Background: an optimization exercise with open tools, aiming at small area. Do not read the settings as production practice. The RTL was checked by simulation tests, not by an equivalence proof against the original design. Power is estimated from default activity; no workload was simulated.

--- flow/standard.sh ---
#!/bin/bash
# synth_recipe.tcl (not shown) runs the flow's synth.tcl, then flattens the netlist and writes it again
# the make line also repeats each setting of config.mk as NAME=value (left out here)
make -C /OpenROAD-flow-scripts/flow DESIGN_CONFIG=/design/flow/config.mk WORK_HOME=/design/flow/orfs CLKGATE_MAP_FILE= SYNTH_SCRIPT=/design/flow/synth_recipe.tcl "${@:-finish}"
--- flow/design.v ---
`default_nettype none
package pipe_pkg;
    localparam int XLEN  = 32;   
    localparam int REG_W = 5;    
endpackage
`default_nettype wire
`timescale 1ns/1ns
`default_nettype none
import pipe_pkg::*;
module processor (
    input  wire logic             clock_i,
    input  wire logic             reset_i,
    output logic [XLEN-1:0]       imem_addr_o,
    input  wire logic [XLEN-1:0]  imem_data_i,
    output logic [XLEN-1:0]       dmem_addr_o,
    output logic [XLEN-1:0]       dmem_wdata_o,
    output logic                  dmem_wren_o,
    input  wire logic [XLEN-1:0]  dmem_rdata_i,
    output logic                  rf_write_en_o,
    output logic [REG_W-1:0]      rf_write_reg_o,
    output logic [XLEN-1:0]       rf_write_data_o,
    output logic [REG_W-1:0]      rf_read_reg_a_o,
    output logic [REG_W-1:0]      rf_read_reg_b_o,
    input  wire logic [XLEN-1:0]  rf_read_data_a_i,
    input  wire logic [XLEN-1:0]  rf_read_data_b_i
);
    localparam logic [1:0] S_E = 2'd0;
    localparam logic [1:0] S_W = 2'd1;
    localparam logic [1:0] S_P = 2'd2;
    localparam logic [1:0] S_M = 2'd3;
    logic [1:0]  st_q;
    logic [31:0] pc_q;
    logic [31:0] r_q;     
    logic [1:0]  cnt_q;   
    logic        cy_q;    
    logic        ne_q;    
    logic        tk_q;    
    logic        jmp_q;   
    logic [4:0] opc, fn, shamt, rd, rs, rt;
    logic       is_rtype, is_j, is_bne, is_blt, is_addi, is_sw, is_lw;
    logic       is_shift, right, use_imm, sub;
    assign opc   = imem_data_i[31:27];
    assign rd    = imem_data_i[26:22];
    assign rs    = imem_data_i[21:17];
    assign rt    = imem_data_i[16:12];
    assign shamt = imem_data_i[11:7];
    assign fn    = imem_data_i[6:2];
    assign is_rtype = (opc == 5'd0);
    assign is_j     = (opc == 5'd1);
    assign is_bne   = (opc == 5'd2);
    assign is_addi  = (opc == 5'd5);
    assign is_blt   = (opc == 5'd6);
    assign is_sw    = (opc == 5'd7);
    assign is_lw    = (opc == 5'd8);
    assign is_shift = is_rtype && (fn == 5'd4 || fn == 5'd5);
    assign right    = (fn == 5'd5);
    assign use_imm  = is_addi || is_sw || is_lw;
    assign sub      = (is_rtype && fn == 5'd1) || is_bne || is_blt;
    assign imem_addr_o     = pc_q;
    assign rf_read_reg_a_o = rs;
    assign rf_read_reg_b_o = is_shift ? rs : (is_rtype ? rt : rd);
    logic [1:0] dig;
    logic       first, fill;
    logic [3:0] hi_idx, lo_idx;
    logic [2:0] fsh;
    logic [7:0] d_hi, d_lo;
    assign dig   = ~cnt_q;   
    assign first = (cnt_q == 2'b11);
    assign fill  = is_shift && right && rf_read_data_a_i[31];
    always_comb begin
        if (!is_shift) begin
            hi_idx = {2'b00, dig};
            fsh    = 3'd0;
        end else if (right) begin
            hi_idx = {2'b00, dig} + {2'b00, shamt[4:3]} + 4'd1;
            fsh    = shamt[2:0];
        end else begin
            hi_idx = {2'b00, dig} - {2'b00, shamt[4:3]} + {3'd0, shamt[2:0] == 3'd0};
            fsh    = -shamt[2:0];
        end
        lo_idx = is_shift ? hi_idx - 4'd1 : {2'b00, dig};
    end
    always_comb begin
        if (hi_idx[3:2] != 2'b00) d_hi = {8{fill}};
        else                      d_hi = rf_read_data_a_i[{hi_idx[1:0], 3'b000} +: 8];
        if (lo_idx[3:2] != 2'b00) d_lo = {8{fill}};
        else                      d_lo = rf_read_data_b_i[{lo_idx[1:0], 3'b000} +: 8];
    end
    logic [15:0] pair;
    logic [7:0]  win;
    assign pair = {d_hi, d_lo} >> fsh;
    assign win  = pair[7:0];
    logic [7:0] b_imm, a_d, b_raw, b_d, sum_d;
    logic       cin, cout;
    always_comb begin
        case (dig)
            2'd0: b_imm = imem_data_i[7:0];
            2'd1: b_imm = imem_data_i[15:8];
            2'd2: b_imm = {{7{imem_data_i[16]}}, imem_data_i[16]};
            default: b_imm = {8{imem_data_i[16]}};
        endcase
    end
    always_comb begin
        if (st_q == S_P) begin
            a_d   = jmp_q ? 8'd0 : pc_q[7:0];
            b_raw = tk_q ? r_q[7:0] : 8'd0;
            b_d   = b_raw;
            cin   = first ? !jmp_q : cy_q;
        end else begin
            a_d   = d_hi;
            b_raw = use_imm ? b_imm : d_lo;
            b_d   = b_raw ^ {8{sub}};
            cin   = first ? sub : cy_q;
        end
    end
    assign {cout, sum_d} = {1'b0, a_d} + {1'b0, b_d} + {8'd0, cin};
    logic [7:0] alu_d;
    always_comb begin
        if (is_rtype && st_q == S_E) begin
            case (fn)
                5'd0, 5'd1: alu_d = sum_d;
                5'd2:       alu_d = a_d & b_d;
                5'd3:       alu_d = a_d | b_d;
                5'd4, 5'd5: alu_d = win;
                default:    alu_d = 8'd0;
            endcase
        end else begin
            alu_d = sum_d;
        end
    end
    logic dne, ne_all, lt_ab;
    assign dne    = |sum_d;
    assign ne_all = ne_q || dne;
    assign lt_ab  = (a_d[7] ^ b_raw[7]) ? a_d[7] : sum_d[7];   
    always_ff @(posedge clock_i) begin
        case (st_q)
            S_E: begin
                r_q   <= {alu_d, r_q[31:8]};
                cy_q  <= cout;
                ne_q  <= !first && ne_all || first && dne;
                tk_q  <= is_j || (is_bne && ne_all) || (is_blt && ne_all && !lt_ab);
                jmp_q <= is_j;
                cnt_q <= cnt_q - 2'd1;
                if (cnt_q == 2'd0) st_q <= is_lw ? S_M : S_W;
            end
            S_M: begin
                r_q   <= dmem_rdata_i;
                st_q  <= S_W;
            end
            S_W: begin
                r_q   <= is_j ? {5'd0, imem_data_i[26:0]} : {{15{imem_data_i[16]}}, imem_data_i[16:0]};
                cnt_q <= 2'd3;
                st_q  <= S_P;
            end
            default: begin   
                pc_q  <= {sum_d, pc_q[31:8]};
                r_q   <= {sum_d, r_q[31:8]};
                cy_q  <= cout;
                cnt_q <= cnt_q - 2'd1;
                if (cnt_q == 2'd0) st_q <= S_E;
            end
        endcase
        if (reset_i) begin
            st_q  <= S_P;
            cnt_q <= 2'd3;
            tk_q  <= 1'b0;
            jmp_q <= 1'b1;
        end
    end
    assign rf_write_reg_o  = rd;
    assign rf_write_data_o = r_q;
    assign rf_write_en_o   = (st_q == S_W) && rd != 5'd0 && (is_rtype || is_addi || is_lw);
    assign dmem_addr_o     = r_q;
    assign dmem_wdata_o    = rf_read_data_b_i;
    assign dmem_wren_o     = (st_q == S_W) && is_sw;
endmodule
`default_nettype wire
--- flow/config.mk ---
export PLATFORM = sky130hd
export DESIGN_NAME = processor
export DESIGN_NICKNAME = processor
export VERILOG_FILES = /design/flow/design.v
export SDC_FILE = /design/flow/constraint.sdc
export NUM_CORES = 4
export LEC_CHECK = 0
export ABC_AREA = 1
export ABC_CLOCK_PERIOD_IN_PS = 5000
export CAP_MARGIN = 20
export CORE_MARGIN = 2
export CORE_UTILIZATION = 50
export CTS_BUF_LIST = sky130_fd_sc_hd__clkbuf_8
export SLEW_MARGIN = 20
--- flow/constraint.sdc ---
create_clock -name core_clock -period 7.0 [get_ports {clock_i}]
set_input_delay 1.4000 -clock core_clock [delete_from_list [all_inputs] [get_ports {clock_i}]]
set_output_delay 1.4000 -clock core_clock [all_outputs]
set_load 0.01 [all_outputs]
--- flow/flow/run.sh ---
#!/bin/bash
# Own layout flow: the standard flow (standard.sh), with two changes to
# how the layout is made:
#  - ABC maps the logic for area alone (abc_area.script beside this file),
#    leaving timing to OpenROAD's repair after placement;
#  - the port buffers placed on every input and output are buf_1 cells.
# Every tool's output goes to the log files ORFS writes under orfs/logs, and
# standard.sh's own output to standard.log in the work folder.
set -euo pipefail
W=$(pwd)
rm -rf "$W/scripts"
cp -r "$FLOW_HOME/scripts" "$W/scripts"
cp "$W/flow/abc_area.script" "$W/scripts/abc_area.script"
export SCRIPTS_DIR="$W/scripts"
export BUFFER_PORTS_ARGS="-buffer_cell sky130_fd_sc_hd__buf_1"
export ADDER_MAP_FILE=
bash standard.sh > "$W/standard.log" 2>&1
--- flow/flow/abc_area.script ---
strash
dc2
dc2
dch -f
amap
strash
dc2
dch -f
amap
topo
stime -c
upsize -c
dnsize -c
stime -c
==> key figures, run 1 <==
Synth
  – Post-synth top area share: 0.193
  – Mux contribution to synthesized area: 0
  – Synth Area in Simple Gates: 0.179
  – Syn Area/Cell: 7.97 um^2
  – Register area share after synthesis: 0.337
  – Post-synth EDFFs: 34
  – Area of the mapped netlist: 5280 um^2
  – Top_reg_cell synth: dfxtp_1
  – Post-synthesis register bit count: 72
  – Synth Area in Compound Gates: 0.327
  – Ys Warns: 1
  – Post-synth net total: 793
  – XOR/XNOR share of the synthesized area: 0
  – Ys async rst share: 0
  – Yosys top cell by area: edfxtp_1
  – Largest family of logic cells by synthesized area: compound AO/OA/AOI/OAI gates
  – Largest cells by area after synthesis: edfxtp_1 19%, dfxtp_1 14%, buf_4 11%
  – Adder-Cell Fraction of Synth Area: 0
  – Synth unique cells: 59
  – Synth Instances: 663

Routing
  – Via density: 5.78
  – DR iter-0 viols: 558
  – Routed WL: 18200 um
  – First-pass iteration count of the detailed router: 6
  – Remaining DRCs: 0
  – ANT nets after route: 0
  – Routed vias: 5917
  – Routed len/inst: 17.7 um

Worst setup path
  – Max FO, Critical Path: 17
  – Critical-path top delay cell: or3_4
  – Worst Setup Start Kind: primary input
  – Crit. End Element: register
  – Type of the worst setup path: in2reg
  – CP peak stage delay: 0.41 ns
  – Worst path most repeated cell: nand2_2
  – CP arrival: 6.81 ns
  – Worst endpoint required time: 7.23 ns

STA
  – Worst rel slew slack: 0.284
  – Hold slack: 0.448 ns
  – Slew at the pin closest to its max-slew limit: 1.06 ns
  – Skew final: 0.0132 ns
  – Final Hold Fails: 0
  – RSZ-0062 raised after global routing: no
  – Pins Over Slew Limit: 0
  – Setup violators final: 0
  – Fmax: 152 MHz
  – Final min period: 6.58 ns
  – Setup TNS: 0 ns
  – Fin crit share: 0.939

Power and ir drop
  – Leakage Power: 0.00216 uW
  – Peak VDD IR: 0.181 mV
  – PwrDens: 230 nW/um^2

Run status
  – Status: timing/DRC/antenna clean

CTS
  – CTS buffer count: 9
  – Skew-Pair Late Insertion Delay: 0.36 ns
  – CTS tree: done
  – Clk slew on worst S/H paths: 0.08 ns
  – Clock Root Buffer: clkbuf_8
  – CTS Hold Bufs: 0
  – Clock Sinks: 72
  – Clock Path Buffers: 2
  – Htree depth: 3

Cells and area
  – Synth-to-Final Area Change: 17.6%
  – Sequential cell area: 1780 um^2
  – # diodes: 0
  – Share of post-route cells with drive strength above 1: 0.0777
  – Final #Nets: 1013
  – Area of the multi-input gates: 2690 um^2
  – # fillers: 1027

Flow run
  – Max Cap Violations: 0

Global routing
  – Vias in the first global route: 5327
  – First-pass GRT wire length: 26800 um
  – Initial antenna violation count: 0
  – GRT Overall Usage: 0.304
  – GRT Residual Overflow: 0
  – Largest net degree at the start of global routing: 53

Floorplanning
  – # IOs: 275
  – Core ar.: 10300 um^2
  – Die Span X: 107 um
  – FP Rows: 37
  – Initial core utilization: 0.514
  – Die H: 107 um
  – DIE AREA: 11400 um^2

Placement
  – Routability Congestion: 0.958
  – PortBufs: 274
  – Final HPWL DP: 14500 um

Worst hold path
  – Hold Crit Class: reg2reg
-- registers in the layout, indices dropped and copies added (netlist names) --
register,flops
cy_q,1
st_q,2
r_q,32
pc_q,32
ne_q,1
cnt_q,2
tk_q,1
jmp_q,1
-- path summary, 6_finish.rpt --
check	slack [ns]	from	endpoint	cells past startpoint
setup / recovery	0.42	imem_data_i[28]	tk_q	43
hold reg to reg	0.45	pc_q[14]	pc_q[6]	0
setup reg to reg	1.22	cnt_q[1]	tk_q	38
hold / removal	0.45	pc_q[14]	pc_q[6]	0
-- layout by cell type (no fill, tap or decap), types with 5 or more instances in the layout --
cell,n
buf_1,274
nor2_1,89
o21ai_0,54
nand2_1,53
clkinv_1,52
dfxtp_1,38
o22ai_1,35
edfxtp_1,34
a21oi_1,28
nor3_1,17
a221oi_1,14
a22oi_1,14
a31oi_1,13
nor2b_1,11
clkbuf_8,10
o21ai_1,9
o221ai_1,9
inv_2,8
a222oi_1,8
buf_4,8
nand2_2,7
o32a_1,7
o22a_1,7
o21a_1,7
a211oi_1,7
o21ai_2,6
inv_1,5
-- worst max-delay path, delay by kind of cell --
kind	cells	cell delay, ns
buffers and inverters	9	0.94
AND/OR/NAND/NOR	20	2.52
AO/OA/AOI/OAI	14	1.94
-- layer usage --
metal | vias up | share of wire | global-route usage
met4 | 0 | 0.021 | 0.0946
li1 | 2827 | - | -
met2 | 303 | 0.49 | 0.537
met3 | 28 | 0.070 | 0.0486
met5 | - | 0 | 0
met1 | 2759 | 0.42 | 0.380
-- synth_stat cells, drive strengths merged (9+ instances only) --
| library cell | count |
|---|---|
| nor2 | 96 |
| buf | 74 |
| o21ai | 70 |
| nand2 | 60 |
| clkinv | 51 |
| dfxtp | 38 |
| o22ai | 37 |
| edfxtp | 34 |
| a21oi | 30 |
| nor3 | 17 |
| a221oi | 16 |
| inv | 16 |
| a22oi | 15 |
| a31oi | 13 |
| nor2b | 11 |
| a211oi | 9 |
| o221ai | 9 |
-- power by group --
group | total [uW] | switching (uW) | internal, uW
Clock | 337 | 165 | 173
Sequential | 617 | 70.2 | 547
Combinational | 476 | 308 | 168
Total | 1430 | 543 | 888
-- kinds of logic (layout without fill, tap and decap cells) --
family	count (synthesis)	after routing
flops	72	72
buf+inv	141	366
compound gates	247	247
simple gates	203	203
-- through the flow --
stage	setup slack, ns	total power [uW]	area [um^2]	util	cells
finish	0.425	1430	6210	0.605	1024
global placement	0.305	1090	6000	0.584	1007
CTS	0.361	1430	6190	0.603	1023
detailed placement	0.0157	1100	6000	0.584	1007
floorplan	0.673	949	5280	-	663
global route	0.00623	1500	6210	0.605	1024
-- final cells by class --
| class | instances | area share |
|---|---|---|
| multi-input cells | 450 | 0.433 |
| inverters | 67 | 0.0433 |
| flip-flops and latches | 72 | 0.287 |
| well taps | 136 | 0.0274 |
| clock buffers | 10 | 0.0222 |
| repair buffers | 283 | 0.178 |
| clock inverters | 6 | 0.00946 |
-- timing repair --
action	4_1_cts	5_1_grt
setup endpoints to repair	0	2
endpoints found under the hold margin	0	0
buffers inserted	0	1
resized for setup	0	1
==> run 2: changes to the inputs <==
--- a/flow/config.mk
+++ b/flow/config.mk
@@ -11,3 +11,3 @@
 export CORE_MARGIN = 2
-export CORE_UTILIZATION = 50
+export CORE_UTILIZATION = 58
 export CTS_BUF_LIST = sky130_fd_sc_hd__clkbuf_8
==> key figures, run 2 <==
STA
  – Setup TNS: 0 ns
  – Final Hold Fails: 0
  – Slew at the pin closest to its max-slew limit: 0.943 ns
  – Worst rel slew slack: 0.365
  – Setup violators final: 0
  – Skew final: 0.0123 ns
  – Final min period: 6.44 ns
  – Fmax: 155 MHz
  – Pins Over Slew Limit: 0
  – Fin crit share: 0.920
  – RSZ-0062 raised after global routing: no

Worst setup path
  – Worst Setup Start Kind: primary input
  – Type of the worst setup path: in2reg
  – Critical-path top delay cell: or3_4
  – Worst endpoint required time: 7.23 ns
  – Crit. End Element: register
  – CP arrival: 6.67 ns
  – Max FO, Critical Path: 17
  – CP peak stage delay: 0.41 ns

Synth
  – Synth unique cells: 59
  – Count leader, synth: nor2_1
  – Synth Instances: 663
  – Syn Area/Cell: 7.97 um^2
  – Post-synth EDFFs: 34
  – Post-synthesis register bit count: 72
  – Ys Warns: 1
  – Post-synth top area share: 0.193
  – Top_reg_cell synth: dfxtp_1
  – Ys async rst share: 0
  – Post-synth net total: 793
  – Largest cells by area after synthesis: edfxtp_1 19%, dfxtp_1 14%, buf_4 11%
  – Register area share after synthesis: 0.337
  – Synth top cells by count: 91 x nor2_1, 74 x buf_4, 55 x o21ai_0
  – Area of the mapped netlist: 5280 um^2
  – Yosys top cell by area: edfxtp_1

Cells and area
  – Most frequent cells in the layout: 274 x buf_1, 88 x nor2_1, 55 x o21ai_0, 52 x nand2_1, 51 x clkinv_1
  – Most common cell after layout, fill and taps aside: buf_1
  – # fillers: 768
  – Final #Nets: 1024
  – Synth-to-Final Area Change: 18.8%
  – # diodes: 0
  – Share of post-route cells with drive strength above 1: 0.0957
  – Largest regs: pc_q: 32 flops, r_q: 32 flops
  – Utilization after layout: 0.717

CTS
  – CTS tree: done
  – CTS buffer count: 9
  – Htree depth: 3
  – Clock Path Buffers: 2
  – CTS Hold Bufs: 0
  – Clock Sinks: 72
  – Clk slew on worst S/H paths: 0.08 ns
  – Clock Root Buffer: clkbuf_8
  – Skew-Pair Late Insertion Delay: 0.35 ns

Power and ir drop
  – Leakage Power: 0.00220 uW
  – Peak VDD IR: 0.180 mV
  – PwrDens: 230 nW/um^2

Worst hold path
  – Hold Crit Class: reg2reg

Run status
  – Status: timing/DRC/antenna clean

Floorplanning
  – Die H: 99.4 um
  – # IOs: 275
  – Core ar.: 8760 um^2
  – Die Span X: 99.4 um
  – Initial core utilization: 0.603
  – DIE AREA: 9890 um^2
  – FP Rows: 34

Routing
  – Routed WL: 18200 um
  – Via density: 6.02
  – First-pass iteration count of the detailed router: 6
  – DR iter-0 viols: 517
  – Routed len/inst: 18.0 um
  – Routed vias: 6058
  – ANT nets after route: 0
  – Remaining DRCs: 0

Flow run
  – Max Cap Violations: 0

Placement
  – PortBufs: 274
  – Final HPWL DP: 14300 um
  – Routability Congestion: 0.974

Global routing
  – Largest net degree at the start of global routing: 53
  – Vias in the first global route: 5550
  – First-pass GRT wire length: 27000 um
  – GRT Overall Usage: 0.347
  – GRT Residual Overflow: 0
  – Initial antenna violation count: 0
[run 2: metrics by stage]
step           cells  worst slack [ns]  cell area (um^2)  power (uW)  hold slack, ns
2_1_floorplan    663             0.673              5280         949           0.436
3_3_place_gp     979             0.350              5960        1080           0.426
3_5_place_dp     980             0.129              5970        1100           0.432
4_1_cts          996             0.483              6180        1440           0.450
5_1_grt         1007             0.111              6280        1510           0.452
6_report        1007             0.562              6280        1450           0.450
[run 2: power by group]
part | switching (uW) | internal (uW) | total, uW
Clock | 166 | 175 | 341
Combinational | 315 | 173 | 488
Sequential | 69.8 | 547 | 617
Total | 551 | 895 | 1450
[run 2: layout make-up]
type	instances	area (um^2)	area share
multi-input combinational	451	2720	0.432
sequential	72	1780	0.284
timing repair buffer	293	1170	0.187
inverter	67	269	0.0428
clock buffer	10	138	0.0219
tap	108	135	0.0215
clock inverter	6	66.3	0.0106
[run 2: routing by layer]
metal / GRT usage / vias to the layer above / part of all wire
met3: 0.0520 / 53 / 0.088
met4: 0.149 / 0 / 0.032
met2: 0.618 / 381 / 0.50
li1: - / 2855 / -
met1: 0.417 / 2769 / 0.38
met5: 0 / - / 0
[run 2: what timing repair did]
action                                  CTS  global route
endpoints found under the hold margin     0             0
resized for setup                         0             4
endpoints found under the setup margin    0             2
setup buffers                             0            10
[run 2: critical path: cells and delay by family]
| family | cells | cell delay (ns) |
|---|---|---|
| AND/OR/NAND/NOR | 17 | 2.32 |
| AO/OA/AOI/OAI | 12 | 2.23 |
| buffers and inverters | 7 | 0.70 |
[run 2: kinds of logic (layout without fill, tap and decap cells)]
logic type             count (synthesis)  after routing  synth area share
DFF                                   72             72             0.337
buffers and inverters                141            376             0.156
AOI/OAI and AO/OA                    247            248             0.327
and+or+nand+nor                      203            203             0.179
[run 2: path summary, 6_finish.rpt]
| kind | startpoint | to | slack, ns | depth (start not counted) |
|---|---|---|---|---|
| setup / recovery | imem_data_i[28] | tk_q | 0.56 | 36 |
| hold / removal | pc_q[11] | pc_q[3] | 0.45 | 0 |
| setup reg to reg | cnt_q[1] | tk_q | 1.17 | 32 |
| hold reg to reg | pc_q[11] | pc_q[3] | 0.45 | 0 |
==> run 3: changes to the inputs <==
--- a/flow/flow/run.sh
+++ b/flow/flow/run.sh
@@ -16,2 +16,3 @@
 export ADDER_MAP_FILE=
+export CTS_ARGS="-sink_clustering_enable -repair_clock_nets -buf_list sky130_fd_sc_hd__clkbuf_16 -sink_clustering_size 80 -sink_clustering_max_diameter 500 -sink_clustering_levels 1"
 bash standard.sh > "$W/standard.log" 2>&1
==> flow/flow/abc_area.script (replaced) <==
strash
dc2
dc2
dch -f
amap
topo
stime -c
upsize -c
dnsize -c
stime -c
--- a/flow/config.mk
+++ b/flow/config.mk
@@ -11,3 +11,3 @@
 export CORE_MARGIN = 2
-export CORE_UTILIZATION = 58
+export CORE_UTILIZATION = 40
 export CTS_BUF_LIST = sky130_fd_sc_hd__clkbuf_8
==> key figures, run 3 <==
CTS
  – CTS tree: done
  – Skew-Pair Late Insertion Delay: 0.34 ns
  – Clock Root Buffer: clkbuf_16
  – Clock Path Buffers: 2
  – Clock Sinks: 72
  – Post-CTS Setup Repair Bufs: 0
  – CTS buffer count: 9
  – Post-cts repair resize count: 0
  – CTS Hold Bufs: 0
  – Htree depth: 3
  – Clk slew on worst S/H paths: 0.06 ns

Power and ir drop
  – Logic pwr share: 0.301
  – Clock network power share: 0.309
  – Int Power: 1040 uW
  – Switching Share: 0.353
  – Peak VDD IR: 0.140 mV
  – Switching pwr: 566 uW
  – PwrDens: 247 nW/um^2
  – Sequential power share: 0.390
  – Leakage Power: 0.00222 uW

Cells and area
  – # fillers: 1386
  – Most common cell after layout, fill and taps aside: buf_1
  – Largest regs: pc_q: 32 flops, r_q: 32 flops
  – Most frequent cells in the layout: 274 x buf_1, 98 x nor2_1, 52 x clkinv_1, 46 x o21ai_0, 44 x o22ai_1
  – # diodes: 0
  – Sequential cell area: 1780 um^2
  – Synth-to-Final Area Change: 21.9%
  – Share of post-route cells with drive strength above 1: 0.0989
  – Final #Nets: 1005
  – Area of the multi-input gates: 2750 um^2

Routing
  – DR iter-0 viols: 410
  – Via density: 5.43
  – Routed vias: 5737
  – ANT nets after route: 0
  – Routed len/inst: 17.9 um
  – First-pass iteration count of the detailed router: 6
  – Remaining DRCs: 0
  – Routed WL: 18900 um

Global routing
  – First-pass GRT wire length: 28500 um
  – Vias in the first global route: 5178
  – Initial antenna violation count: 0
  – GRT Overall Usage: 0.258
  – Largest net degree at the start of global routing: 51
  – GRT Residual Overflow: 0

Floorplanning
  – FP Rows: 42
  – Die H: 119 um
  – DIE AREA: 14200 um^2
  – Initial core utilization: 0.405
  – Die Span X: 119 um
  – Core ar.: 13100 um^2
  – # IOs: 275

Synth
  – Ys Warns: 1
  – Top_reg_cell synth: dfxtp_1
  – Post-synth net total: 775
  – Ys async rst share: 0
  – Register area share after synthesis: 0.335
  – Area of the mapped netlist: 5320 um^2
  – Yosys top cell by area: edfxtp_1
  – Count leader, synth: nor2_1
  – Synth unique cells: 64
  – Post-synth EDFFs: 34
  – Post-synthesis register bit count: 72
  – Largest cells by area after synthesis: edfxtp_1 19%, dfxtp_1 14%, buf_4 10%
  – Synth Instances: 645
  – Post-synth top area share: 0.192
  – Synth top cells by count: 100 x nor2_1, 74 x buf_4, 52 x clkinv_1
  – Syn Area/Cell: 8.25 um^2

STA
  – Setup TNS: 0 ns
  – Worst rel slew slack: 0.416
  – Pins Over Slew Limit: 0
  – Slew at the pin closest to its max-slew limit: 0.870 ns
  – RSZ-0062 raised after global routing: no
  – Fmax: 157 MHz
  – Fin crit share: 0.911
  – Setup violators final: 0
  – Final min period: 6.37 ns
  – Skew final: 0.00905 ns
  – Hold slack: 0.443 ns
  – Final Hold Fails: 0

Worst setup path
  – CP arrival: 6.59 ns
  – Crit. End Element: register
  – Max FO, Critical Path: 12
  – Worst endpoint required time: 7.22 ns
  – CP peak stage delay: 0.41 ns
  – Worst Setup Start Kind: primary input
  – Type of the worst setup path: in2reg
  – Worst path most repeated cell: nand2_2
  – Critical-path top delay cell: or3_4

Placement
  – PortBufs: 274
  – Routability Congestion: 0.875
  – Final HPWL DP: 15100 um

Worst hold path
  – Hold Crit Class: reg2reg

Run status
  – Status: timing/DRC/antenna clean

Flow run
  – Max Cap Violations: 0
[run 3: cell count changes after synthesis, moves of 5 or more]
cell and delta:
o221a_1 +16, nor2_1 +9, o22ai_1 +9, a221oi_1 -12
a21oi_1 -6, o21ai_0 -9, nand2_1 -24, a222oi_1 +6
o21ai_1 -7, or2_0 +5, a31oi_1 -8
[run 3: critical path: cells and delay by family]
kind / cells / cell delay [ns]
AND/OR/NAND/NOR: 24 / 3.39
AO/OA/AOI/OAI: 9 / 1.34
buffers and inverters: 5 / 0.46
[run 3: cell families after synthesis]
kind of cell,Yosys count,synth area share
simple gates,199,0.182
flops,72,0.335
compound gates,236,0.333
buf+inv,138,0.151
[run 3: area by class of cell]
| class | count | share of cell area |
|---|---|---|
| Tap cell | 176 | 0.0339 |
| Timing Repair Buffer | 293 | 0.180 |
| Sequential cell | 72 | 0.275 |
| Multi-Input combinational cell | 435 | 0.424 |
| Clock inverter | 7 | 0.0145 |
| Inverter | 64 | 0.0382 |
| Clock buffer | 9 | 0.0347 |
[run 3: per-layer routing]
layer | vias to the layer above | global-route usage | routed length, um | part of all wire
li1 | 2814 | - | - | -
met1 | 2611 | 0.338 | 7970 | 0.42
met2 | 294 | 0.447 | 9170 | 0.48
met3 | 18 | 0.0350 | 1490 | 0.079
met4 | 0 | 0.0662 | 300 | 0.016
met5 | - | 0 | 0 | 0
[run 3: final timing paths]
path                   startpoint  cells past startpoint  endpoint  slack [ns]
setup / recovery  imem_data_i[29]                     38      tk_q        0.63
hold / removal           pc_q[20]                      0  pc_q[12]        0.44
setup reg to reg         cnt_q[1]                     35      tk_q        1.43
hold reg to reg          pc_q[20]                      0  pc_q[12]        0.44
[run 3: metrics by stage]
stage,setup WS [ns],total power [uW],area (um^2),utilization,instances
after detailed placement,0.304,1120,6170,0.470,1040
after global routing,0.0273,1680,6490,0.494,1056
after floorplan,0.705,960,5320,-,645
after global placement,0.439,1120,6170,0.470,1040
after CTS,0.665,1620,6490,0.494,1056
final,0.625,1600,6490,0.494,1056
[run 3: power by group through the flow]
stage / Clock, uW / Combinational, uW / Sequential [uW]
after floorplan: 0 / 302 / 658
after global placement: 0 / 484 / 633
after detailed placement: 0 / 481 / 635
after CTS: 505 / 484 / 627
after global routing: 521 / 528 / 636
final: 496 / 482 / 625
==> run 4: changes to the inputs <==
--- a/flow/flow/run.sh
+++ b/flow/flow/run.sh
@@ -16,3 +16,3 @@
 export ADDER_MAP_FILE=
-export CTS_ARGS="-sink_clustering_enable -repair_clock_nets -buf_list sky130_fd_sc_hd__clkbuf_16 -sink_clustering_size 80 -sink_clustering_max_diameter 500 -sink_clustering_levels 1"
+export CTS_ARGS="-sink_clustering_enable -repair_clock_nets -buf_list sky130_fd_sc_hd__clkbuf_8 -sink_clustering_size 80 -sink_clustering_max_diameter 500"
 bash standard.sh > "$W/standard.log" 2>&1
==> key figures, run 4 <==
CTS
  – Clock Path Buffers: 2
  – Clock Root Buffer: clkbuf_8
  – Post-cts repair resize count: 0
  – Clk slew on worst S/H paths: 0.08 ns
  – CTS Hold Bufs: 0
  – Htree depth: 3
  – Skew-Pair Late Insertion Delay: 0.37 ns
  – Clock Sinks: 72
  – CTS tree: done
  – CTS buffer count: 9
  – Post-CTS Setup Repair Bufs: 0

STA
  – Final Hold Fails: 0
  – Hold slack: 0.444 ns
  – Skew final: 0.0139 ns
  – Fmax: 158 MHz
  – RSZ-0062 raised after global routing: no
  – Setup violators final: 0
  – Worst rel slew slack: 0.424
  – Fin crit share: 0.904
  – Post-route setup slack: 0.671 ns
  – Slew at the pin closest to its max-slew limit: 0.854 ns
  – Final min period: 6.33 ns
  – Setup TNS: 0 ns
  – Pins Over Slew Limit: 0

Cells and area
  – Final #Nets: 1005
  – # diodes: 0
  – Most frequent cells in the layout: 274 x buf_1, 98 x nor2_1, 52 x clkinv_1, 46 x o21ai_0, 44 x o22ai_1
  – Largest regs: pc_q: 32 flops, r_q: 32 flops
  – Share of post-route cells with drive strength above 1: 0.0989
  – Utilization after layout: 0.486
  – Synth-to-Final Area Change: 20.0%
  – Most common cell after layout, fill and taps aside: buf_1
  – Finished layout cell area: 6390 um^2

Routing
  – Routed WL: 19000 um
  – Via density: 5.44
  – Remaining DRCs: 0
  – First-pass iteration count of the detailed router: 5
  – Routed len/inst: 17.9 um
  – DR iter-0 viols: 405
  – Routed vias: 5747
  – ANT nets after route: 0

Global routing
  – Initial antenna violation count: 0
  – Largest net degree at the start of global routing: 51
  – GRT Overall Usage: 0.258
  – Vias in the first global route: 5175
  – GRT Residual Overflow: 0
  – First-pass GRT wire length: 28400 um

Power and ir drop
  – PwrDens: 231 nW/um^2
  – Sequential power share: 0.423
  – Switching Share: 0.374
  – Clock network power share: 0.251
  – Int Power: 925 uW
  – Logic pwr share: 0.327
  – Peak VDD IR: 0.149 mV
  – Leakage Power: 0.00218 uW
  – Switching pwr: 552 uW

Floorplanning
  – Core ar.: 13100 um^2
  – Die Span X: 119 um
  – # IOs: 275
  – DIE AREA: 14200 um^2
  – Die H: 119 um
  – FP Rows: 42
  – Initial core utilization: 0.405

Synth
  – Synth Area in Compound Gates: 0.333
  – Area of the mapped netlist: 5320 um^2
  – Syn Area/Cell: 8.25 um^2
  – Post-synth EDFFs: 34
  – Largest cells by area after synthesis: edfxtp_1 19%, dfxtp_1 14%, buf_4 10%
  – Ys async rst share: 0
  – Ys Warns: 1
  – Synth top cells by count: 100 x nor2_1, 74 x buf_4, 52 x clkinv_1
  – Synth Area in Simple Gates: 0.182
  – Post-synth top area share: 0.192
  – Largest family of logic cells by synthesized area: compound AO/OA/AOI/OAI gates
  – Post-synthesis register bit count: 72
  – Yosys top cell by area: edfxtp_1
  – Count leader, synth: nor2_1
  – Adder-Cell Fraction of Synth Area: 0
  – Register area share after synthesis: 0.335
  – Top_reg_cell synth: dfxtp_1
  – Synth Instances: 645
  – Post-synth net total: 775
  – Synth unique cells: 64
  – Mux contribution to synthesized area: 0
  – XOR/XNOR share of the synthesized area: 0

Placement
  – Placed cell areas: 6170 um^2
  – Final HPWL DP: 15100 um
  – PortBufs: 274
  – Routability Congestion: 0.875
  – Pre-CTS WS: 0.304 ns

Worst setup path
  – Crit. End Element: register
  – R2r setup slk: 1.46 ns
  – Type of the worst setup path: in2reg
  – Max FO, Critical Path: 12
  – Worst path most repeated cell: nand2_2
  – Critical-path top delay cell: or3_4
  – CP top delay family: simple AND/OR/NAND/NOR gates
  – CP arrival: 6.57 ns
  – Worst endpoint required time: 7.24 ns
  – CP peak stage delay: 0.41 ns
  – Worst Setup Start Kind: primary input
  – WP buf/inv: 5

Worst hold path
  – Hold Crit Class: reg2reg

Run status
  – Status: timing/DRC/antenna clean

Flow run
  – Max Cap Violations: 0
==> run 4: power groups by stage <==
stage / Sequential (uW) / Combinational (uW) / Clock, uW
finish: 624 / 482 / 370
detailed placement: 635 / 481 / 0
global route: 635 / 528 / 395
CTS: 626 / 484 / 379
global placement: 633 / 484 / 0
floorplan: 658 / 302 / 0
==> run 4: final cells by class <==
cell class | instances | area [um^2]
multi-input combinational | 435 | 2750
inverter | 64 | 248
sequential | 72 | 1780
tap | 176 | 220
fill | 1392 | 6750
clock buffer | 9 | 124
timing repair buffer | 293 | 1170
clock inverter | 7 | 93.8
==> run 4: per-layer routing <==
layer	GRT usage	wire length, um	vias to the layer above
li1	-	-	2816
met1	0.336	7980	2620
met2	0.445	9210	295
met3	0.0402	1470	16
met4	0.0654	284	0
met5	0	0	-
==> run 4: metrics by stage <==
| stage | instances | total power [uW] |
|---|---|---|
| after CTS | 1056 | 1490 |
| final | 1056 | 1480 |
| after global routing | 1056 | 1560 |
| after floorplan | 645 | 960 |
| after global placement | 1040 | 1120 |
| after detailed placement | 1040 | 1120 |
==> run 4: worst paths after layout <==
path	end	cells after the start	start
setup / recovery	tk_q	39	imem_data_i[29]
hold / removal	pc_q[6]	0	pc_q[14]
setup reg to reg	tk_q	36	cnt_q[1]
hold reg to reg	pc_q[6]	0	pc_q[14]
==> run 4: cell families after synthesis <==
kind of cell           Yosys count
AO/OA/AOI/OAI                  236
buffers and inverters          138
flip-flops                      72
AND/OR/NAND/NOR                199
==> run 5: changes to the inputs <==
--- a/flow/flow/run.sh
+++ b/flow/flow/run.sh
@@ -16,3 +16,3 @@
 export ADDER_MAP_FILE=
-export CTS_ARGS="-sink_clustering_enable -repair_clock_nets -buf_list sky130_fd_sc_hd__clkbuf_8 -sink_clustering_size 80 -sink_clustering_max_diameter 500"
+export CTS_ARGS="-sink_clustering_enable -repair_clock_nets -buf_list sky130_fd_sc_hd__clkbuf_4 -root_buf sky130_fd_sc_hd__clkbuf_8 -tree_buf sky130_fd_sc_hd__clkbuf_4"
 bash standard.sh > "$W/standard.log" 2>&1
==> key figures, run 5 <==
Run status
  – Status: timing/DRC/antenna clean

Floorplanning
  – Die H: 119 um
  – DIE AREA: 14200 um^2
  – Initial core utilization: 0.405
  – FP Rows: 42
  – Core ar.: 13100 um^2
  – Die Span X: 119 um
  – # IOs: 275

CTS
  – Post-cts repair resize count: 0
  – CTS Hold Bufs: 0
  – CTS tree: done
  – Clk slew on worst S/H paths: 0.08 ns
  – CTS buffer count: 9
  – Htree depth: 3
  – Skew-Pair Late Insertion Delay: 0.37 ns
  – Clock Path Buffers: 2
  – Post-CTS Setup Repair Bufs: 0
  – Clock Sinks: 72
  – Clock Root Buffer: clkbuf_8

Worst setup path
  – Type of the worst setup path: in2reg
  – Crit. End Element: register
  – R2r setup slk: 1.46 ns
  – Worst path most repeated cell: nand2_2
  – Worst endpoint required time: 7.24 ns
  – Reg2reg start: cnt_q[1]
  – CP peak stage delay: 0.41 ns
  – Critical-path top delay cell: or3_4
  – Max FO, Critical Path: 12
  – Worst Setup Start Kind: primary input
  – Reg2reg end: tk_q
  – CP arrival: 6.57 ns
  – Worst Reg-to-Reg Cells: 36

Worst hold path
  – WHS Endpoint: pc_q[6]
  – Worst Hold Launch: pc_q[14]
  – Hold path depth: 0
  – Hold Crit Class: reg2reg

Synth
  – Post-synthesis register bit count: 72
  – Adder-Cell Fraction of Synth Area: 0
  – Synth top cells by count: 100 x nor2_1, 74 x buf_4, 52 x clkinv_1
  – Largest cells by area after synthesis: edfxtp_1 19%, dfxtp_1 14%, buf_4 10%
  – Synth Area in Simple Gates: 0.182
  – Count leader, synth: nor2_1
  – Ys async rst share: 0
  – Top_reg_cell synth: dfxtp_1
  – Synth Area in Compound Gates: 0.333
  – Yosys top cell by area: edfxtp_1
  – Area of the mapped netlist: 5320 um^2
  – Synth unique cells: 64
  – Mux contribution to synthesized area: 0
  – Register area share after synthesis: 0.335
  – Largest family of logic cells by synthesized area: compound AO/OA/AOI/OAI gates
  – XOR/XNOR share of the synthesized area: 0
  – Post-synth net total: 775
  – Post-synth top area share: 0.192
  – Ys Warns: 1
  – Synth Instances: 645
  – Post-synth EDFFs: 34
  – Syn Area/Cell: 8.25 um^2

Global routing
  – GRT Residual Overflow: 0
  – First-pass GRT wire length: 28400 um
  – Initial antenna violation count: 0
  – Vias in the first global route: 5175
  – GRT Overall Usage: 0.258
  – Largest net degree at the start of global routing: 51

Routing
  – Via density: 5.44
  – Routed vias: 5747
  – DR iter-0 viols: 405
  – ANT nets after route: 0
  – Remaining DRCs: 0
  – Routed len/inst: 17.9 um
  – Routed WL: 19000 um
  – First-pass iteration count of the detailed router: 5

Power and ir drop
  – Peak VDD IR: 0.149 mV
  – Final total power: 1480 uW
  – Leakage Power: 0.00218 uW
  – PwrDens: 231 nW/um^2

Cells and area
  – Synth-to-Final Area Change: 20.0%
  – Share of post-route cells with drive strength above 1: 0.0989
  – Most frequent cells in the layout: 274 x buf_1, 98 x nor2_1, 52 x clkinv_1, 46 x o21ai_0, 44 x o22ai_1
  – Fin cells: 1056
  – # diodes: 0
  – Final #Nets: 1005
  – Largest regs: pc_q: 32 flops, r_q: 32 flops
  – Most common cell after layout, fill and taps aside: buf_1

STA
  – Final Hold Fails: 0
  – Worst rel slew slack: 0.424
  – Setup violators final: 0
  – Pins Over Slew Limit: 0
  – RSZ-0062 raised after global routing: no
  – Fin crit share: 0.904
  – Setup TNS: 0 ns
  – Final min period: 6.33 ns
  – Fmax: 158 MHz
  – Skew final: 0.0139 ns
  – Slew at the pin closest to its max-slew limit: 0.854 ns
  – Post-route setup slack: 0.671 ns

Flow run
  – Max Cap Violations: 0

Placement
  – Dpl cells: 1040
  – Routability Congestion: 0.875
  – Final HPWL DP: 15100 um
  – PortBufs: 274
  – Pre-CTS WS: 0.304 ns
[run 5: cell counts after synthesis]
Identical to the previous run, type by type.
[run 5: power breakdown]
group | total (uW) | switching, uW | internal (uW)
combinational | 482 | 308 | 175
clock | 370 | 170 | 200
sequential | 624 | 74.5 | 550
total | 1480 | 552 | 925
[run 5: layout make-up]
| cell class | instances | area, um^2 |
|---|---|---|
| multi-input cells | 435 | 2750 |
| well taps | 176 | 220 |
| clock buffers | 9 | 124 |
| inverters | 64 | 248 |
| repair buffers | 293 | 1170 |
| flip-flops and latches | 72 | 1780 |
| clock inverters | 7 | 93.8 |
| fillers | 1392 | 6750 |
[run 5: layer usage]
metal | wire (um) | global-route usage | up-vias | part of all wire
met5 | 0 | 0 | - | 0
met4 | 284 | 0.0654 | 0 | 0.015
met3 | 1470 | 0.0402 | 16 | 0.078
met2 | 9210 | 0.445 | 295 | 0.49
met1 | 7980 | 0.336 | 2620 | 0.42
li1 | - | - | 2816 | -
[run 5: worst max path at each step]
| stage | from | endpoint | slack (ns) |
|---|---|---|---|
| detailed placement | imem_data_i[29] | tk_q | 0.30 |
| global route | imem_data_i[28] | tk_q | 0.06 |
| CTS | imem_data_i[28] | tk_q | 0.70 |
| global placement | imem_data_i[28] | tk_q | 0.44 |
| floorplan | st_q[1] | tk_q | 0.71 |
| finish | imem_data_i[29] | tk_q | 0.67 |
[run 5: per-stage QoR]
step,hold slack (ns),area [um^2],util
finish,0.444,6390,0.486
global route,0.460,6390,0.486
detailed placement,0.430,6170,0.470
floorplan,0.436,5320,-
global placement,0.426,6170,0.470
CTS,0.450,6390,0.486
[run 5: cells by family after synthesis]
kind of cell,Yosys count
buffers and inverters,138
DFF,72
and+or+nand+nor,199
AOI/OAI and AO/OA,236
[run 5: critical path: cells and delay by family]
kind | cells | cell delay [ns]
compound gates | 10 | 1.58
buf+inv | 5 | 0.44
simple gates | 24 | 3.16
==> run 6: changes to the inputs <==
==> flow/flow/run.sh (replaced) <==
#!/bin/bash
# Own layout flow: the standard flow (standard.sh) on the same design,
# clock, constraints and registers, with these changes to how the layout is
# made:
#  - ABC maps the logic for area (abc_area.script beside this file: two
#    rounds of restructuring and area mapping, then ABC's own gate sizing),
#    instead of ORFS's delay-oriented script; OpenROAD's repair then fixes
#    timing after placement as usual;
#  - no adder cells are extracted before ABC (ADDER_MAP_FILE empty), so the
#    adder logic is mapped with the rest;
#  - the buffer placed on every input and output port is a buf_1 cell.
# Synthesis is otherwise ORFS's own (synth_recipe.tcl through standard.sh),
# so the registers keep the standard synthesis's names and cell types.
# Every tool's output goes to the log files ORFS writes under orfs/logs, and
# standard.sh's own output to standard.log in the work folder.
set -euo pipefail
W=$(pwd)
rm -rf "$W/scripts"
cp -r "$FLOW_HOME/scripts" "$W/scripts"
cp "$W/flow/abc_area.script" "$W/scripts/abc_area.script"
export SCRIPTS_DIR="$W/scripts"
export BUFFER_PORTS_ARGS="-buffer_cell sky130_fd_sc_hd__buf_1"
export ADDER_MAP_FILE=
bash standard.sh > "$W/standard.log" 2>&1
==> flow/flow/abc_area.script (replaced) <==
strash
dc2
dc2
dch -f
amap
strash
dc2
dch -f
amap
topo
stime -c
upsize -c
dnsize -c
stime -c
--- a/flow/config.mk
+++ b/flow/config.mk
@@ -8,6 +8,6 @@
 export ABC_AREA = 1
-export ABC_CLOCK_PERIOD_IN_PS = 5000
+export ABC_CLOCK_PERIOD_IN_PS = 4500
 export CAP_MARGIN = 20
 export CORE_MARGIN = 2
-export CORE_UTILIZATION = 40
+export CORE_UTILIZATION = 50
 export CTS_BUF_LIST = sky130_fd_sc_hd__clkbuf_8
==> key figures, run 6 <==
STA
  – Setup violators final: 0
  – Worst rel slew slack: 0.284
  – Fmax: 152 MHz
  – Final Hold Fails: 0
  – Fin crit share: 0.939
  – Pins Over Slew Limit: 0
  – Post-route setup slack: 0.425 ns
  – Skew final: 0.0132 ns
  – Final min period: 6.58 ns
  – RSZ-0062 raised after global routing: no
  – Setup TNS: 0 ns
  – Slew at the pin closest to its max-slew limit: 1.06 ns

Worst setup path
  – Reg2reg start: cnt_q[1]
  – Type of the worst setup path: in2reg
  – Critical-path top delay cell: or3_4
  – Crit. End Element: register
  – Worst Setup Start Kind: primary input
  – WP buf/inv: 9
  – CP top delay family: simple AND/OR/NAND/NOR gates
  – CP arrival: 6.81 ns
  – Max FO, Critical Path: 17
  – Worst path most repeated cell: nand2_2
  – Worst endpoint required time: 7.23 ns
  – Critical Path Source: imem_data_i[28]
  – CP peak stage delay: 0.41 ns

CTS
  – Htree depth: 3
  – Clock Path Buffers: 2
  – Clock Sinks: 72
  – Skew-Pair Late Insertion Delay: 0.36 ns
  – Clock Root Buffer: clkbuf_8
  – CTS tree: done
  – Clk slew on worst S/H paths: 0.08 ns
  – CTS buffer count: 9

Routing
  – Routed WL: 18200 um
  – Routed len/inst: 17.7 um
  – Via density: 5.78
  – Remaining DRCs: 0
  – Routed vias: 5917
  – First-pass iteration count of the detailed router: 6
  – DR iter-0 viols: 558
  – ANT nets after route: 0

Flow run
  – Max Cap Violations: 0

Synth
  – Yosys top cell by area: edfxtp_1
  – Ys async rst share: 0
  – Largest cells by area after synthesis: edfxtp_1 19%, dfxtp_1 14%, buf_4 11%
  – Post-synthesis register bit count: 72
  – Area of the mapped netlist: 5280 um^2
  – Synth top cells by count: 91 x nor2_1, 74 x buf_4, 55 x o21ai_0
  – Post-synth top area share: 0.193
  – Top_reg_cell synth: dfxtp_1
  – Count leader, synth: nor2_1
  – Post-synth EDFFs: 34
  – Post-synth net total: 793
  – Synth Instances: 663
  – Register area share after synthesis: 0.337
  – Ys Warns: 1
  – Syn Area/Cell: 7.97 um^2
  – Synth unique cells: 59

Global routing
  – GRT Overall Usage: 0.304
  – Largest net degree at the start of global routing: 53
  – GRT Residual Overflow: 0
  – Initial antenna violation count: 0
  – First-pass GRT wire length: 26800 um
  – Vias in the first global route: 5327

Cells and area
  – Fin cells: 1024
  – Final #Nets: 1013
  – Largest regs: pc_q: 32 flops, r_q: 32 flops
  – Area of the multi-input gates: 2690 um^2
  – Utilization after layout: 0.605
  – # diodes: 0
  – Synth-to-Final Area Change: 17.6%
  – Share of post-route cells with drive strength above 1: 0.0777
  – Most common cell after layout, fill and taps aside: buf_1
  – Most frequent cells in the layout: 274 x buf_1, 89 x nor2_1, 54 x o21ai_0, 53 x nand2_1, 52 x clkinv_1
  – Sequential cell area: 1780 um^2
  – # fillers: 1027

Floorplanning
  – Initial core utilization: 0.514
  – Die Span X: 107 um
  – DIE AREA: 11400 um^2
  – Core ar.: 10300 um^2
  – FP Rows: 37
  – # IOs: 275
  – Die H: 107 um

Placement
  – Dpl cells: 1007
  – Final HPWL DP: 14500 um
  – Routability Congestion: 0.958
  – Pre-CTS WS: 0.0157 ns
  – PortBufs: 274

Power and ir drop
  – Leakage Power: 0.00216 uW
  – Peak VDD IR: 0.181 mV
  – PwrDens: 230 nW/um^2
  – Final total power: 1430 uW

Worst hold path
  – Hold Crit Class: reg2reg
  – Worst Hold Launch: pc_q[14]

Run status
  – Status: timing/DRC/antenna clean
run 6: cell types whose count changed in the layout (fill, tap and decap cells not counted), moves of 5 or more:
cell,before,now
a21oi_1,22,28
a221oi_1,2,14
a222oi_1,14,8
a31oi_1,5,13
buf_4,19,8
nand2_1,29,53
nor2_1,98,89
o21ai_0,46,54
o21ai_1,1,9
o221a_1,16,0
o22ai_1,44,35
or2_0,9,4
run 6: cell type report:
| class | count | share of cell area |
|---|---|---|
| clock buffers | 10 | 0.0222 |
| clock inverters | 6 | 0.00946 |
| inverters | 67 | 0.0433 |
| multi-input cells | 450 | 0.433 |
| flip-flops and latches | 72 | 0.287 |
| well taps | 136 | 0.0274 |
| repair buffers | 283 | 0.178 |
run 6: through the flow:
stage	area, um^2	hold slack [ns]
after floorplan	5280	0.436
after detailed placement	6000	0.430
after CTS	6190	0.450
final	6210	0.448
after global placement	6000	0.427
after global routing	6210	0.454
run 6: final timing paths:
kind                            slack (ns)  cells after the start       to
worst min register to register        0.45                      0  pc_q[6]
worst max-delay path                  0.42                     43     tk_q
worst max register to register        1.22                     38     tk_q
worst min-delay path                  0.45                      0  pc_q[6]
run 6: what timing repair did:
| item | CTS | global route |
|---|---|---|
| hold endpoints to repair | 0 | 0 |
| hold buffers | 0 | 0 |
| endpoints found under the setup margin | 0 | 2 |
| buffers inserted | 0 | 1 |
| gates resized for setup | 0 | 1 |
run 6: logic make-up (layout without fill, tap and decap cells):
logic type / after synthesis / in the layout / synth area share
buffers and inverters: 141 / 366 / 0.156
AND/OR/NAND/NOR: 203 / 203 / 0.179
AO/OA/AOI/OAI: 247 / 247 / 0.327
flip-flops: 72 / 72 / 0.337
run 6: layer usage:
| layer | routed length [um] | vias up | global-route usage |
|---|---|---|---|
| li1 | - | 2827 | - |
| met1 | 7610 | 2759 | 0.380 |
| met2 | 8880 | 303 | 0.537 |
| met3 | 1280 | 28 | 0.0486 |
| met4 | 388 | 0 | 0.0946 |
| met5 | 0 | - | 0 |
run 6: power breakdown:
group / switching, uW / internal [uW] / leakage [uW]
Clock: 165 / 173 / 0.000102
Sequential: 70.2 / 547 / 0.000702
Combinational: 308 / 168 / 0.00136
==> run 7: changes to the inputs <==
--- a/flow/config.mk
+++ b/flow/config.mk
@@ -8,3 +8,3 @@
 export ABC_AREA = 1
-export ABC_CLOCK_PERIOD_IN_PS = 4500
+export ABC_CLOCK_PERIOD_IN_PS = 5000
 export CAP_MARGIN = 20
==> key figures, run 7 <==
Synth
  – Post-synthesis register bit count: 72
  – Area of the mapped netlist: 5280 um^2
  – Synth top cells by count: 91 x nor2_1, 74 x buf_4, 55 x o21ai_0
  – Top_reg_cell synth: dfxtp_1
  – Post-synth top area share: 0.193
  – Synth unique cells: 59
  – Yosys top cell by area: edfxtp_1
  – Post-synth net total: 793
  – Ys async rst share: 0
  – Register area share after synthesis: 0.337
  – Post-synth EDFFs: 34
  – Largest cells by area after synthesis: edfxtp_1 19%, dfxtp_1 14%, buf_4 11%
  – Synth Instances: 663
  – Count leader, synth: nor2_1
  – Ys Warns: 1
  – Syn Area/Cell: 7.97 um^2

Floorplanning
  – FP Rows: 37
  – # IOs: 275
  – DIE AREA: 11400 um^2
  – Core ar.: 10300 um^2
  – Die Span X: 107 um
  – Die H: 107 um
  – Initial core utilization: 0.514

Power and ir drop
  – Peak VDD IR: 0.181 mV
  – Leakage Power: 0.00216 uW
  – PwrDens: 230 nW/um^2

Placement
  – PortBufs: 274
  – Final HPWL DP: 14500 um
  – Routability Congestion: 0.958

CTS
  – Clock Path Buffers: 2
  – CTS buffer count: 9
  – CTS tree: done
  – Clock Sinks: 72
  – Clk slew on worst S/H paths: 0.08 ns
  – Clock Root Buffer: clkbuf_8
  – Skew-Pair Late Insertion Delay: 0.36 ns
  – Htree depth: 3
  – CTS Hold Bufs: 0

Worst setup path
  – Worst endpoint required time: 7.23 ns
  – CP arrival: 6.81 ns
  – Reg2reg end: tk_q
  – Worst path most repeated cell: nand2_2
  – CP peak stage delay: 0.41 ns
  – Reg2reg start: cnt_q[1]
  – Type of the worst setup path: in2reg
  – Worst Setup Start Kind: primary input
  – Max FO, Critical Path: 17
  – WP buf/inv: 9
  – Crit. End Element: register
  – Worst Reg-to-Reg Cells: 38
  – Critical-path top delay cell: or3_4
  – CP top delay family: simple AND/OR/NAND/NOR gates
  – R2r setup slk: 1.22 ns

Cells and area
  – Most frequent cells in the layout: 274 x buf_1, 89 x nor2_1, 54 x o21ai_0, 53 x nand2_1, 52 x clkinv_1
  – Most common cell after layout, fill and taps aside: buf_1
  – Share of post-route cells with drive strength above 1: 0.0777
  – # diodes: 0
  – Final #Nets: 1013
  – Synth-to-Final Area Change: 17.6%
  – Largest regs: pc_q: 32 flops, r_q: 32 flops

Worst hold path
  – WHS Endpoint: pc_q[6]
  – Hold Crit Class: reg2reg
  – Worst Hold Launch: pc_q[14]
  – Hold path depth: 0

STA
  – Hold slack: 0.448 ns
  – Fmax: 152 MHz
  – Final Hold Fails: 0
  – RSZ-0062 raised after global routing: no
  – Setup TNS: 0 ns
  – Fin crit share: 0.939
  – Skew final: 0.0132 ns
  – Pins Over Slew Limit: 0
  – Worst rel slew slack: 0.284
  – Setup violators final: 0
  – Slew at the pin closest to its max-slew limit: 1.06 ns
  – Final min period: 6.58 ns

Global routing
  – Met3 Usage GRT: 0.0486
  – Largest net degree at the start of global routing: 53
  – Met2 Use GR: 0.537
  – Busiest grt layer: met2
  – GRT Overall Usage: 0.304
  – First-pass GRT wire length: 26800 um
  – Initial antenna violation count: 0
  – Vias in the first global route: 5327
  – Met1 Usage GRT: 0.380
  – GRT Residual Overflow: 0

Routing
  – ANT nets after route: 0
  – First-pass iteration count of the detailed router: 6
  – Remaining DRCs: 0
  – DR iter-0 viols: 558
  – Routed len/inst: 17.7 um
  – Via density: 5.78
  – Routed vias: 5917
  – Routed WL: 18200 um

Run status
  – Status: timing/DRC/antenna clean

Flow run
  – Max Cap Violations: 0
-- run 7: final cells by class --
class | instances | area (um^2)
inverter | 67 | 269
clock buffer | 10 | 138
sequential | 72 | 1780
multi-input combinational | 450 | 2690
clock inverter | 6 | 58.8
tap | 136 | 170
timing repair buffer | 283 | 1110
fill | 1027 | 4060
-- run 7: timing repair --
action                                 CTS  global route
setup buffers                            0             1
endpoints found under the hold margin    0             0
resized for setup                        0             1
setup endpoints to repair                0             2
-- run 7: power by group --
part           internal [uW]  total (uW)  switching, uW
combinational            168         476            308
sequential               547         617           70.2
clock                    173         337            165
-- run 7: per-layer routing --
metal,up-vias,wire (um)
li1,2827,-
met1,2759,7610
met2,303,8880
met3,28,1280
met4,0,388
met5,-,0
-- run 7: through the flow --
stage	cell area [um^2]	util	worst slack [ns]	total power (uW)	std cells
detailed placement	6000	0.584	0.0157	1100	1007
global route	6210	0.605	0.00623	1500	1024
CTS	6190	0.603	0.361	1430	1023
floorplan	5280	-	0.673	949	663
global placement	6000	0.584	0.305	1090	1007
finish	6210	0.605	0.425	1430	1024
-- run 7: kinds of logic after synthesis --
| logic type | after synthesis | synth area share |
|---|---|---|
| flops | 72 | 0.337 |
| buf+inv | 141 | 0.156 |
| simple gates | 203 | 0.179 |
| compound gates | 247 | 0.327 |
-- run 7: worst max-delay path by stage --
stage,startpoint,end,slack [ns],cells past startpoint
CTS,imem_data_i[6],tk_q,0.36,38
global route,imem_data_i[28],tk_q,0.006,34
detailed placement,imem_data_i[6],tk_q,0.02,38
finish,imem_data_i[28],tk_q,0.42,43
floorplan,st_q[1],tk_q,0.67,30
global placement,imem_data_i[6],tk_q,0.30,38
-- run 7: worst reg2reg max path: cells and delay by family (launching register included) --
family / cells / cell delay [ns]
and+or+nand+nor: 18 / 1.83
buffers and inverters: 4 / 0.51
DFF: 1 / 0.59
AOI/OAI and AO/OA: 16 / 2.74
==> run 8: changes to the inputs <==
--- a/flow/config.mk
+++ b/flow/config.mk
@@ -11,3 +11,3 @@
 export CORE_MARGIN = 2
-export CORE_UTILIZATION = 50
+export CORE_UTILIZATION = 45
 export CTS_BUF_LIST = sky130_fd_sc_hd__clkbuf_8
==> key figures, run 8 <==
Run status
  – Status: timing/DRC/antenna clean

STA
  – Skew final: 0.0117 ns
  – Fmax: 154 MHz
  – Pins Over Slew Limit: 0
  – RSZ-0062 raised after global routing: no
  – Final min period: 6.50 ns
  – Worst rel slew slack: 0.319
  – Final Hold Fails: 0
  – Slew at the pin closest to its max-slew limit: 1.01 ns
  – Setup violators final: 0
  – Fin crit share: 0.929
  – Setup TNS: 0 ns

Floorplanning
  – Initial core utilization: 0.463
  – FP Rows: 39
  – # IOs: 275
  – DIE AREA: 12600 um^2
  – Die H: 112 um
  – Core ar.: 11400 um^2
  – Die Span X: 112 um

Synth
  – Top_reg_cell synth: dfxtp_1
  – Count leader, synth: nor2_1
  – Syn Area/Cell: 7.97 um^2
  – Area of the mapped netlist: 5280 um^2
  – Synth top cells by count: 91 x nor2_1, 74 x buf_4, 55 x o21ai_0
  – Yosys top cell by area: edfxtp_1
  – Synth Instances: 663
  – Post-synth EDFFs: 34
  – Post-synth net total: 793
  – Synth unique cells: 59
  – Post-synthesis register bit count: 72
  – Post-synth top area share: 0.193
  – Largest cells by area after synthesis: edfxtp_1 19%, dfxtp_1 14%, buf_4 11%
  – Register area share after synthesis: 0.337
  – Ys async rst share: 0
  – Ys Warns: 1

Worst setup path
  – Type of the worst setup path: in2reg
  – CP peak stage delay: 0.47 ns
  – Worst Reg-to-Reg Cells: 31
  – Critical Path Source: imem_data_i[29]
  – Worst endpoint required time: 7.24 ns
  – CP arrival: 6.74 ns
  – Critical-path top delay cell: o21ai_0
  – Worst Setup Start Kind: primary input
  – Reg2reg start: cnt_q[1]
  – Crit. End Element: register
  – R2r setup slk: 1.17 ns
  – Max FO, Critical Path: 17
  – Reg2reg end: tk_q

Cells and area
  – Synth-to-Final Area Change: 19.1%
  – # diodes: 0
  – Most common cell after layout, fill and taps aside: buf_1
  – Largest regs: pc_q: 32 flops, r_q: 32 flops
  – Most frequent cells in the layout: 274 x buf_1, 88 x nor2_1, 55 x o21ai_0, 53 x nand2_1, 51 x clkinv_1
  – Share of post-route cells with drive strength above 1: 0.0883
  – Final #Nets: 1020

CTS
  – Skew-Pair Late Insertion Delay: 0.36 ns
  – Htree depth: 3
  – CTS tree: done
  – CTS Hold Bufs: 0
  – Clock Path Buffers: 2
  – Clock Root Buffer: clkbuf_8
  – Clock Sinks: 72
  – Clk slew on worst S/H paths: 0.09 ns
  – CTS buffer count: 9

Routing
  – Met3 wire length: 1400 um
  – First-pass iteration count of the detailed router: 5
  – Via density: 5.65
  – M1 wire length: 8000 um
  – Met2 WL: 9380 um
  – ANT nets after route: 0
  – DR iter-0 viols: 417
  – Routed len/inst: 18.6 um
  – Max Used Layer: met4
  – Remaining DRCs: 0
  – Routed vias: 5865
  – Routed WL: 19300 um

Power and ir drop
  – Clock network power share: 0.260
  – Switching pwr: 564 uW
  – Final total power: 1490 uW
  – Switching Share: 0.379
  – Sequential power share: 0.416
  – Int Power: 923 uW
  – Leakage Power: 0.00220 uW
  – PwrDens: 236 nW/um^2
  – Logic pwr share: 0.324
  – Peak VDD IR: 0.182 mV

Global routing
  – Largest net degree at the start of global routing: 53
  – First-pass GRT wire length: 28900 um
  – GRT Residual Overflow: 0
  – Vias in the first global route: 5410
  – GRT Overall Usage: 0.292
  – Initial antenna violation count: 0

Worst hold path
  – Hold path depth: 0
  – WHS Endpoint: pc_q[14]
  – Worst Hold Launch: pc_q[22]
  – Hold Crit Class: reg2reg

Flow run
  – Max Cap Violations: 0

Placement
  – Routability Congestion: 0.912
  – Final HPWL DP: 15400 um
  – PortBufs: 274
## run 8: cells by family (layout without fill, tap and decap cells)
family,Yosys count,after routing,share of synthesized area
AO/OA/AOI/OAI,247,247,0.327
buffers and inverters,141,373,0.156
flip-flops,72,72,0.337
AND/OR/NAND/NOR,203,203,0.179
## run 8: repair_timing
action	4_1_cts	5_1_grt
setup endpoints to repair	0	2
setup buffers	0	6
gates resized for setup	0	1
## run 8: area by class of cell
cell class / count / area [um^2]
tap: 143 / 179
sequential: 72 / 1780
clock inverter: 7 / 103
fill: 1158 / 5120
inverter: 67 / 269
multi-input combinational: 450 / 2690
clock buffer: 9 / 124
timing repair buffer: 290 / 1150
## run 8: through the flow
| step | cells | cell area (um^2) | utilization | setup slack (ns) | hold slack, ns |
|---|---|---|---|---|---|
| after floorplan | 663 | 5280 | - | 0.673 | 0.436 |
| after global placement | 1016 | 6020 | 0.527 | 0.348 | 0.428 |
| after detailed placement | 1016 | 6020 | 0.527 | 0.142 | 0.432 |
| after CTS | 1032 | 6250 | 0.547 | 0.495 | 0.447 |
| after global routing | 1038 | 6290 | 0.551 | 0.0638 | 0.450 |
| final | 1038 | 6290 | 0.551 | 0.497 | 0.448 |
## run 8: how the worst max path moves through the flow
stage / endpoint / slack [ns] / cells after the start
after floorplan: tk_q / 0.67 / 30
after global placement: tk_q / 0.35 / 33
after detailed placement: tk_q / 0.14 / 35
after CTS: tk_q / 0.49 / 35
after global routing: tk_q / 0.06 / 36
final: tk_q / 0.50 / 36
## run 8: routing by layer
metal | track usage | vias up
met5 | 0 | -
met4 | 0.0943 | 0
met3 | 0.0437 | 31
met2 | 0.517 | 300
met1 | 0.366 | 2688
li1 | - | 2846
## run 8: power by group through the flow
stage,Clock (uW),Combinational (uW),Sequential [uW]
4_1_cts,390,477,619
5_1_grt,404,523,631
6_report,387,482,618
2_1_floorplan,0,297,652
3_5_place_dp,0,474,628
3_3_place_gp,0,476,624
## run 8: worst max-delay path, delay by kind of cell
family	cells	cell delay, ns
AOI/OAI and AO/OA	13	2.57
and+or+nand+nor	15	1.91
buffers and inverters	8	0.79

[what the ideal ports hide]
No port has a modelled driver above. Below, the same layouts with a new extraction and two added sets of constraints.
Step 1, drivers: a clkbuf_16 drives clock_i and a buf_2 each remaining input, both assumed.
Step 2 moves the port delays by t, midway between the first and last clock arrival at a register: inputs arrive t later, outputs are due t later. That takes back most of the time a late clock gives input paths.
Three values: ideal ports, drivers, drivers and shift; two values: the first two.
| run | shift t [ns] | slack for setup (ns) | clock arrival spread, ns | worst register clock-pin slew, ns |
|---|---|---|---|---|
| run 1 | 0.387 | 0.425 / 0.438 / 0.051 | 0.013 / 0.014 | 0.09 / 0.09 |
| run 2 | 0.378 | 0.562 / 0.574 / 0.196 | 0.012 / 0.012 | 0.08 / 0.08 |
| run 3 | 0.374 | 0.625 / 0.646 / 0.272 | 0.009 / 0.010 | 0.06 / 0.06 |
| run 4 | 0.391 | 0.671 / 0.683 / 0.292 | 0.014 / 0.014 | 0.09 / 0.09 |
| run 5 | 0.391 | 0.671 / 0.683 / 0.292 | 0.014 / 0.014 | 0.09 / 0.09 |
| run 6 | 0.387 | 0.425 / 0.438 / 0.051 | 0.013 / 0.014 | 0.09 / 0.09 |
| run 7 | 0.387 | 0.425 / 0.438 / 0.051 | 0.013 / 0.014 | 0.09 / 0.09 |
| run 8 | 0.391 | 0.497 / 0.508 / 0.117 | 0.012 / 0.013 | 0.09 / 0.09 |
After both steps every run listed still meets setup and hold. The setup slack of run 8, which loses most, moves by +0.011 ns with the drivers and by -0.380 ns with both steps.
